Background: an optimization exercise with open tools, aiming at small area. Do not read the settings as production practice.
Only simulation tests tie the RTL to the original design; equivalence was not proved.
No activity file was given, so power comes from the tool's default toggle rates.

==> exp/zinc: inputs <==
==> flow/design.v <==
package cdec8_bus_pkg;
  typedef enum logic [1:0] {
    ST_LOAD = 2'd0,
    ST_RUN  = 2'd1,
    ST_HALT = 2'd2
  } resp_state_e;
  localparam logic [1:0] MMRW_WR = 2'b01;
  localparam logic [1:0] MMRW_RD = 2'b10;
  localparam logic [7:0]  DEF_IO_ADDR  = 8'hFF;
  localparam logic [7:0]  PROT_TOP     = 8'h80;
  localparam int unsigned DEF_CNT_W    = 16;
  localparam int unsigned MEM_ADDR_W   = 8;
  localparam int unsigned MEM_DATA_W   = 8;
  localparam int unsigned MEM_DEPTH    = 256;
  localparam logic [7:0]  LD_LAST_ADDR = 8'hFE;
endpackage
import cdec8_bus_pkg::*;
module cdec8_ram256 (
  input  logic                                clk,
  input  logic                                i_we,
  input  logic [cdec8_bus_pkg::MEM_ADDR_W-1:0] i_waddr,
  input  logic [cdec8_bus_pkg::MEM_DATA_W-1:0] i_wdata,
  input  logic [cdec8_bus_pkg::MEM_ADDR_W-1:0] i_raddr_a,
  output logic [cdec8_bus_pkg::MEM_DATA_W-1:0] o_rdata_a,
  input  logic [cdec8_bus_pkg::MEM_ADDR_W-1:0] i_raddr_b,
  output logic [cdec8_bus_pkg::MEM_DATA_W-1:0] o_rdata_b
);
  logic [MEM_DATA_W-1:0] r_mem [MEM_DEPTH];
  always_ff @(posedge clk) begin
    if (i_we) begin
      r_mem[i_waddr] <= i_wdata;
    end
  end
  assign o_rdata_a = r_mem[i_raddr_a];
  assign o_rdata_b = r_mem[i_raddr_b];
endmodule
import cdec8_bus_pkg::*;
module cdec8_mem_responder #(
  parameter logic [7:0]  IO_ADDR = cdec8_bus_pkg::DEF_IO_ADDR,
  parameter int unsigned CNT_W   = cdec8_bus_pkg::DEF_CNT_W
) (
  input  logic             clock,
  input  logic             reset,
  input  logic             ld_valid,
  input  logic [7:0]       ld_data,
  input  logic             ld_last,
  output logic             ld_ready,
  output logic             cpu_run,
  input  logic [7:0]       adrs,
  input  logic [7:0]       data_in,
  output logic [7:0]       data_out,
  input  logic             mmwr_en,
  input  logic             endseq,
  input  logic [7:0]       resad,
  output logic [7:0]       resdt,
  input  logic [7:0]       io_in,
  output logic [7:0]       io_out,
  output logic             done,
  output logic [CNT_W-1:0] wr_count,
  output logic             wprot_err
);
  cdec8_bus_pkg::resp_state_e r_state;
  cdec8_bus_pkg::resp_state_e w_state_nxt;
  logic             r_ld_ready;
  logic             r_cpu_run;
  logic             r_done;
  logic [7:0]       r_ld_ptr;
  logic [7:0]       r_io_out;
  logic [CNT_W-1:0] r_wr_count;
  logic             w_ld_xfer;
  logic             w_core_wr;
  logic             w_is_io;
  logic             w_prot_hit;
  logic             w_core_ok;
  logic             w_ram_we;
  logic [7:0]       w_ram_waddr;
  logic [7:0]       w_ram_wdata;
  logic [7:0]       w_rd_core;
  logic [7:0]       w_rd_res;
  assign w_ld_xfer = ld_valid & r_ld_ready;
  assign w_core_wr = (r_state == ST_RUN) & mmwr_en;
  assign w_is_io   = (adrs == IO_ADDR);
  assign w_prot_hit = 1'b0;
  assign wprot_err  = 1'b0;
  assign w_core_ok = w_core_wr & ~w_prot_hit;
  always_comb begin
    w_state_nxt = r_state;
    case (r_state)
      ST_LOAD: begin
        if (w_ld_xfer && (ld_last || (r_ld_ptr == LD_LAST_ADDR))) begin
          w_state_nxt = ST_RUN;
        end
      end
      ST_RUN: begin
        if (endseq) begin
          w_state_nxt = ST_HALT;
        end
      end
      ST_HALT: w_state_nxt = ST_HALT;
      default: w_state_nxt = ST_LOAD;
    endcase
  end
  always_ff @(posedge clock) begin
    if (reset) begin
      r_state    <= ST_LOAD;
      r_ld_ready <= 1'b1;
      r_cpu_run  <= 1'b0;
      r_done     <= 1'b0;
    end else begin
      r_state    <= w_state_nxt;
      r_ld_ready <= (w_state_nxt == ST_LOAD);
      r_cpu_run  <= (w_state_nxt != ST_LOAD);
      r_done     <= (w_state_nxt == ST_HALT);
    end
  end
  always_comb begin
    w_ram_we    = 1'b0;
    w_ram_waddr = adrs;
    w_ram_wdata = data_in;
    if (w_ld_xfer) begin
      w_ram_we    = 1'b1;
      w_ram_waddr = r_ld_ptr;
      w_ram_wdata = ld_data;
    end else if (w_core_ok && !w_is_io) begin
      w_ram_we    = 1'b1;
    end
  end
  always_ff @(posedge clock) begin
    if (reset) begin
      r_ld_ptr   <= 8'h00;
      r_io_out   <= 8'h00;
      r_wr_count <= '0;
    end else begin
      if (w_ld_xfer) begin
        r_ld_ptr <= r_ld_ptr + 8'(1);
      end
      if (w_core_ok && w_is_io) begin
        r_io_out <= data_in;
      end
      if (w_core_ok && (r_wr_count != {CNT_W{1'b1}})) begin
        r_wr_count <= r_wr_count + CNT_W'(1);
      end
    end
  end
  cdec8_ram256 u_ram (
    .clk       (clock),
    .i_we      (w_ram_we),
    .i_waddr   (w_ram_waddr),
    .i_wdata   (w_ram_wdata),
    .i_raddr_a (adrs),
    .o_rdata_a (w_rd_core),
    .i_raddr_b (resad),
    .o_rdata_b (w_rd_res)
  );
  assign data_out = w_is_io ? io_in : w_rd_core;
  assign resdt    = (resad == IO_ADDR) ? r_io_out : w_rd_res;
  assign ld_ready = r_ld_ready;
  assign cpu_run  = r_cpu_run;
  assign done     = r_done;
  assign io_out   = r_io_out;
  assign wr_count = r_wr_count;
endmodule
==> flow/run.sh <==
#!/bin/bash
# synth_recipe.tcl (not shown) runs the flow's synth.tcl, then flattens the netlist and writes it again
# the make line also repeats each setting of config.mk as NAME=value (left out here)
make -C /OpenROAD-flow-scripts/flow DESIGN_CONFIG=/design/flow/config.mk WORK_HOME=/design/flow/orfs CLKGATE_MAP_FILE= SYNTH_SCRIPT=/design/flow/synth_recipe.tcl finish
==> flow/config.mk <==
export PLATFORM = sky130hd
export DESIGN_NAME = cdec8_mem_responder
export DESIGN_NICKNAME = cdec8_mem_responder
export VERILOG_FILES = /design/flow/design.v
export SDC_FILE = /design/flow/constraint.sdc
export NUM_CORES = 4
export LEC_CHECK = 0
export CAP_MARGIN = 20
export CORE_MARGIN = 2
export CORE_UTILIZATION = 40
export SLEW_MARGIN = 20
==> flow/constraint.sdc <==
create_clock -name core_clock -period 12.0 [get_ports {clock}]
set_input_delay 2.4000 -clock core_clock [delete_from_list [all_inputs] [get_ports {clock}]]
set_output_delay 2.4000 -clock core_clock [all_outputs]
set_load 0.01 [all_outputs]
==> exp/harbor: changes against exp/zinc <==
==> flow/design.v (replaced) <==
package cdec8_bus_pkg;
  typedef enum logic [1:0] {
    ST_LOAD = 2'd0,
    ST_RUN  = 2'd1,
    ST_HALT = 2'd2
  } resp_state_e;
  localparam logic [1:0] MMRW_WR = 2'b01;
  localparam logic [1:0] MMRW_RD = 2'b10;
  localparam logic [7:0]  DEF_IO_ADDR  = 8'hFF;
  localparam logic [7:0]  PROT_TOP     = 8'h80;
  localparam int unsigned DEF_CNT_W    = 16;
  localparam int unsigned MEM_ADDR_W   = 8;
  localparam int unsigned MEM_DATA_W   = 8;
  localparam int unsigned MEM_DEPTH    = 256;
  localparam logic [7:0]  LD_LAST_ADDR = 8'hFE;
endpackage
import cdec8_bus_pkg::*;
module cdec8_ram_wsel (
  input  logic we,
  input  logic d,
  input  logic nwe,
  input  logic q,
  output logic y
);
  assign y = (we & d) | (nwe & q);
endmodule
module cdec8_ram_rsel3 (
  input  logic s0, d0,
  input  logic s1, d1,
  input  logic s2, d2,
  output logic y_n
);
  assign y_n = ~((s0 & d0) | (s1 & d1) | (s2 & d2));
endmodule
module cdec8_ram_predec (
  input  logic [3:0]  i_a,
  input  logic        i_en,
  output logic [15:0] o_sel_n
);
  always_comb begin
    for (int i = 0; i < 16; i++) begin
      o_sel_n[i] = ~((i_a == 4'(i)) & i_en);
    end
  end
endmodule
module cdec8_ram_rowsel (
  input  logic a_n,
  input  logic b_n,
  output logic y
);
  assign y = ~(a_n | b_n);
endmodule
module cdec8_ram_dec (
  input  logic [7:0]   i_a,
  input  logic         i_en,
  output logic [255:0] o_sel
);
  logic [15:0] w_lo_n, w_hi_n;
  cdec8_ram_predec u_lo (.i_a(i_a[3:0]), .i_en(i_en), .o_sel_n(w_lo_n));
  cdec8_ram_predec u_hi (.i_a(i_a[7:4]), .i_en(1'b1), .o_sel_n(w_hi_n));
  for (genvar i = 0; i < 256; i++) begin : g_sel
    cdec8_ram_rowsel u_sel (.a_n(w_hi_n[i / 16]), .b_n(w_lo_n[i % 16]), .y(o_sel[i]));
  end
endmodule
module cdec8_ram_rport (
  input  logic [255:0]  i_sel,
  input  logic [2047:0] i_data,
  output logic [7:0]    o_data
);
  for (genvar b = 0; b < 8; b++) begin : g_bit
    logic [85:0] w_part_n;
    for (genvar k = 0; k < 85; k++) begin : g_grp
      cdec8_ram_rsel3 u_rsel (
        .s0 (i_sel[3*k]),     .d0 (i_data[8*(3*k)+b]),
        .s1 (i_sel[3*k+1]),   .d1 (i_data[8*(3*k+1)+b]),
        .s2 (i_sel[3*k+2]),   .d2 (i_data[8*(3*k+2)+b]),
        .y_n(w_part_n[k])
      );
    end
    assign w_part_n[85] = ~(i_sel[255] & i_data[8*255+b]);
    assign o_data[b] = ~&w_part_n;
  end
endmodule
module cdec8_ram256 (
  input  logic       clk,
  input  logic       i_we,
  input  logic [7:0] i_waddr,
  input  logic [7:0] i_wdata,
  input  logic [7:0] i_raddr_a,
  input  logic [7:0] i_io_a,
  output logic [7:0] o_rdata_a,
  input  logic [7:0] i_raddr_b,
  input  logic [7:0] i_io_b,
  output logic [7:0] o_rdata_b
);
  logic [7:0]    r_mem [255];
  logic [255:0]  w_wsel;
  logic [255:0]  w_wsel_n;
  logic [2047:0] w_flat;
  cdec8_ram_dec u_wdec (.i_a(i_waddr), .i_en(i_we), .o_sel(w_wsel));
  assign w_wsel_n = ~w_wsel;
  for (genvar g = 0; g < 255; g++) begin : g_row
    logic [7:0] w_d;
    for (genvar b = 0; b < 8; b++) begin : g_bit
      cdec8_ram_wsel u_wsel (
        .we (w_wsel[g]),
        .d  (i_wdata[b]),
        .nwe(w_wsel_n[g]),
        .q  (r_mem[g][b]),
        .y  (w_d[b])
      );
    end
    always_ff @(posedge clk) begin
      r_mem[g] <= w_d;
    end
    assign w_flat[8*g +: 8] = r_mem[g];
  end
  logic [255:0]  w_sel_a, w_sel_b;
  logic [2047:0] w_flat_a, w_flat_b;
  cdec8_ram_dec u_adec (.i_a(i_raddr_a), .i_en(1'b1), .o_sel(w_sel_a));
  cdec8_ram_dec u_bdec (.i_a(i_raddr_b), .i_en(1'b1), .o_sel(w_sel_b));
  assign w_flat_a = {i_io_a, w_flat[2039:0]};
  assign w_flat_b = {i_io_b, w_flat[2039:0]};
  cdec8_ram_rport u_rport_a (.i_sel(w_sel_a), .i_data(w_flat_a), .o_data(o_rdata_a));
  cdec8_ram_rport u_rport_b (.i_sel(w_sel_b), .i_data(w_flat_b), .o_data(o_rdata_b));
endmodule
import cdec8_bus_pkg::*;
module cdec8_mem_responder #(
  parameter logic [7:0]  IO_ADDR = cdec8_bus_pkg::DEF_IO_ADDR,
  parameter int unsigned CNT_W   = cdec8_bus_pkg::DEF_CNT_W
) (
  input  logic             clock,
  input  logic             reset,
  input  logic             ld_valid,
  input  logic [7:0]       ld_data,
  input  logic             ld_last,
  output logic             ld_ready,
  output logic             cpu_run,
  input  logic [7:0]       adrs,
  input  logic [7:0]       data_in,
  output logic [7:0]       data_out,
  input  logic             mmwr_en,
  input  logic             endseq,
  input  logic [7:0]       resad,
  output logic [7:0]       resdt,
  input  logic [7:0]       io_in,
  output logic [7:0]       io_out,
  output logic             done,
  output logic [CNT_W-1:0] wr_count,
  output logic             wprot_err
);
  logic             r_ld_ready;
  logic             r_done;
  logic [7:0]       r_ld_ptr;
  logic [7:0]       r_io_out;
  logic [CNT_W-1:0] r_wr_count;
  logic             w_run;
  logic             w_ld_xfer;
  logic             w_ld_end;
  logic             w_core_wr;
  logic             w_is_io;
  logic             w_prot_hit;
  logic             w_core_ok;
  logic             w_ram_we;
  logic [7:0]       w_ram_waddr;
  logic [7:0]       w_ram_wdata;
  assign w_run     = ~r_ld_ready & ~r_done;
  assign w_ld_xfer = ld_valid & r_ld_ready;
  assign w_ld_end  = w_ld_xfer & (ld_last | (r_ld_ptr == LD_LAST_ADDR));
  assign w_core_wr = w_run & mmwr_en;
  assign w_is_io   = (adrs == IO_ADDR);
  assign w_prot_hit = 1'b0;
  assign wprot_err  = 1'b0;
  assign w_core_ok = w_core_wr & ~w_prot_hit;
  always_ff @(posedge clock) begin
    if (reset) begin
      r_ld_ready <= 1'b1;
      r_done     <= 1'b0;
    end else begin
      if (w_ld_end) begin
        r_ld_ready <= 1'b0;
      end
      if (w_run && endseq) begin
        r_done <= 1'b1;
      end
    end
  end
  assign w_ram_we    = w_ld_xfer | w_core_ok;
  assign w_ram_waddr = r_ld_ready ? r_ld_ptr : adrs;
  assign w_ram_wdata = r_ld_ready ? ld_data : data_in;
  always_ff @(posedge clock) begin
    if (reset) begin
      r_ld_ptr   <= 8'h00;
      r_io_out   <= 8'h00;
      r_wr_count <= '0;
    end else begin
      if (w_ld_xfer) begin
        r_ld_ptr <= r_ld_ptr + 8'(1);
      end
      if (w_core_ok && w_is_io) begin
        r_io_out <= data_in;
      end
      if (w_core_ok && (r_wr_count != {CNT_W{1'b1}})) begin
        r_wr_count <= r_wr_count + CNT_W'(1);
      end
    end
  end
  cdec8_ram256 u_ram (
    .clk       (clock),
    .i_we      (w_ram_we),
    .i_waddr   (w_ram_waddr),
    .i_wdata   (w_ram_wdata),
    .i_raddr_a (adrs),
    .i_io_a    (io_in),
    .o_rdata_a (data_out),
    .i_raddr_b (resad),
    .i_io_b    (r_io_out),
    .o_rdata_b (resdt)
  );
  assign ld_ready = r_ld_ready;
  assign cpu_run  = ~r_ld_ready;
  assign done     = r_done;
  assign io_out   = r_io_out;
  assign wr_count = r_wr_count;
endmodule
Settings changed: CORE_UTILIZATION 40 to 50, CTS_BUF_LIST set to sky130_fd_sc_hd__clkbuf_16, CTS_CLUSTER_DIAMETER set to 100, CTS_CLUSTER_SIZE set to 25, SYNTH_HIERARCHICAL set to 1.
==> results.txt <==
- exp/harbor finished clean. exp/zinc ran to the end with no violations.
- Register-to-register slack: exp/zinc is worse than exp/harbor (1.1 ns).
- Of exp/harbor and exp/zinc, exp/zinc has the higher sequential cell count (gap 11).
- Between exp/harbor and exp/zinc, the lower setup slack is in exp/harbor (gap 0.94 ns).
- In critical path depth, exp/zinc and exp/harbor do not differ.
- Between exp/zinc and exp/harbor, the lower non-clock buffer count is in exp/harbor (gap 53).
- Between exp/harbor and exp/zinc, the lower area after synthesis is in exp/harbor (gap 17%, measured against exp/zinc).
- Against exp/zinc, the sequential share of layout area of exp/harbor is lower by 10 points.
- Total power: exp/harbor is lower than exp/zinc (about 30%).
- Of exp/harbor and exp/zinc, exp/harbor has the higher first-iteration DRC count (gap 130%, measured against exp/zinc).
==> figures <==
| quantity | exp/harbor | exp/zinc |
|---|---|---|
| Final Routed Wirelength | 395 mm | 348 mm |
| 1st-pass router iterations | 17 | 6 |
| Peak fanout along the critical path | 9 | 20 |
| Met3 capacity usage during global routing | 0.146 | 0.0634 |
| Crit-path slowest cell | sky130_fd_sc_hd__a2111oi_0 | sky130_fd_sc_hd__or4_1 |
| Relative contribution of combinational cells to total power | 0.057 | 0.097 |
| Non-clk buf share | 0.0204 | 0.0228 |
| Power dissipated in sequential cells | 7.24 mW | 8.15 mW |
| Total routing usage reported by global routing | 0.444 | 0.273 |
| Worst hold path endpoint | u_ram.r_mem[223][0] | r_state[0] |
| HP Start | u_ram.r_mem[223][0] | r_state[1] |
| Highest achievable clock rate | 0.0909 GHz | 0.0995 GHz |
| Starting density of the core | 0.503 | 0.402 |
| Clock H-tree levels | 3 | 4 |
| Combinational logic power | 659 µW | 1.60 mW |
| Overall power consumption | 11.7 mW | 16.5 mW |
| Fill cells | 14301 | 21245 |
| Cells on worst reg2reg path | 8 | 6 |
| Status | complete, no violations | complete, no violations |
| Clock transition at path regs | 0.10 ns | 0.06 ns |

port drivers added, routing unchanged:
The flow's constraints put no driver on any port. The routed layouts listed below were extracted and timed again, unchanged, in two steps. Step 1 sets driving cells, clkbuf_16 on the clock port and buf_2 on the other inputs (assumed; they add their load-dependent delay and slew). Step 2 times the ports against the registers' clock, not the clock port: input delays grow and output delays shrink by t, the midpoint of the rising clock arrivals with the driver on. Slacks: ideal / step 1 / step 2; pairs: ideal / step 1.
| run | shift t [ns] | slack for setup (ns) | slew at the worst register clock pin (ns) |
|---|---|---|---|
| exp/zinc | 0.966 | 1.945 / 1.924 / 1.924 | 0.07 / 0.07 |
| exp/harbor | 0.847 | 1.002 / 0.973 / 0.973 | 0.11 / 0.11 |
After both steps every run listed still meets setup and hold. The setup slack of exp/harbor, which loses most, moves by -0.029 ns with the drivers and by -0.029 ns with both steps.
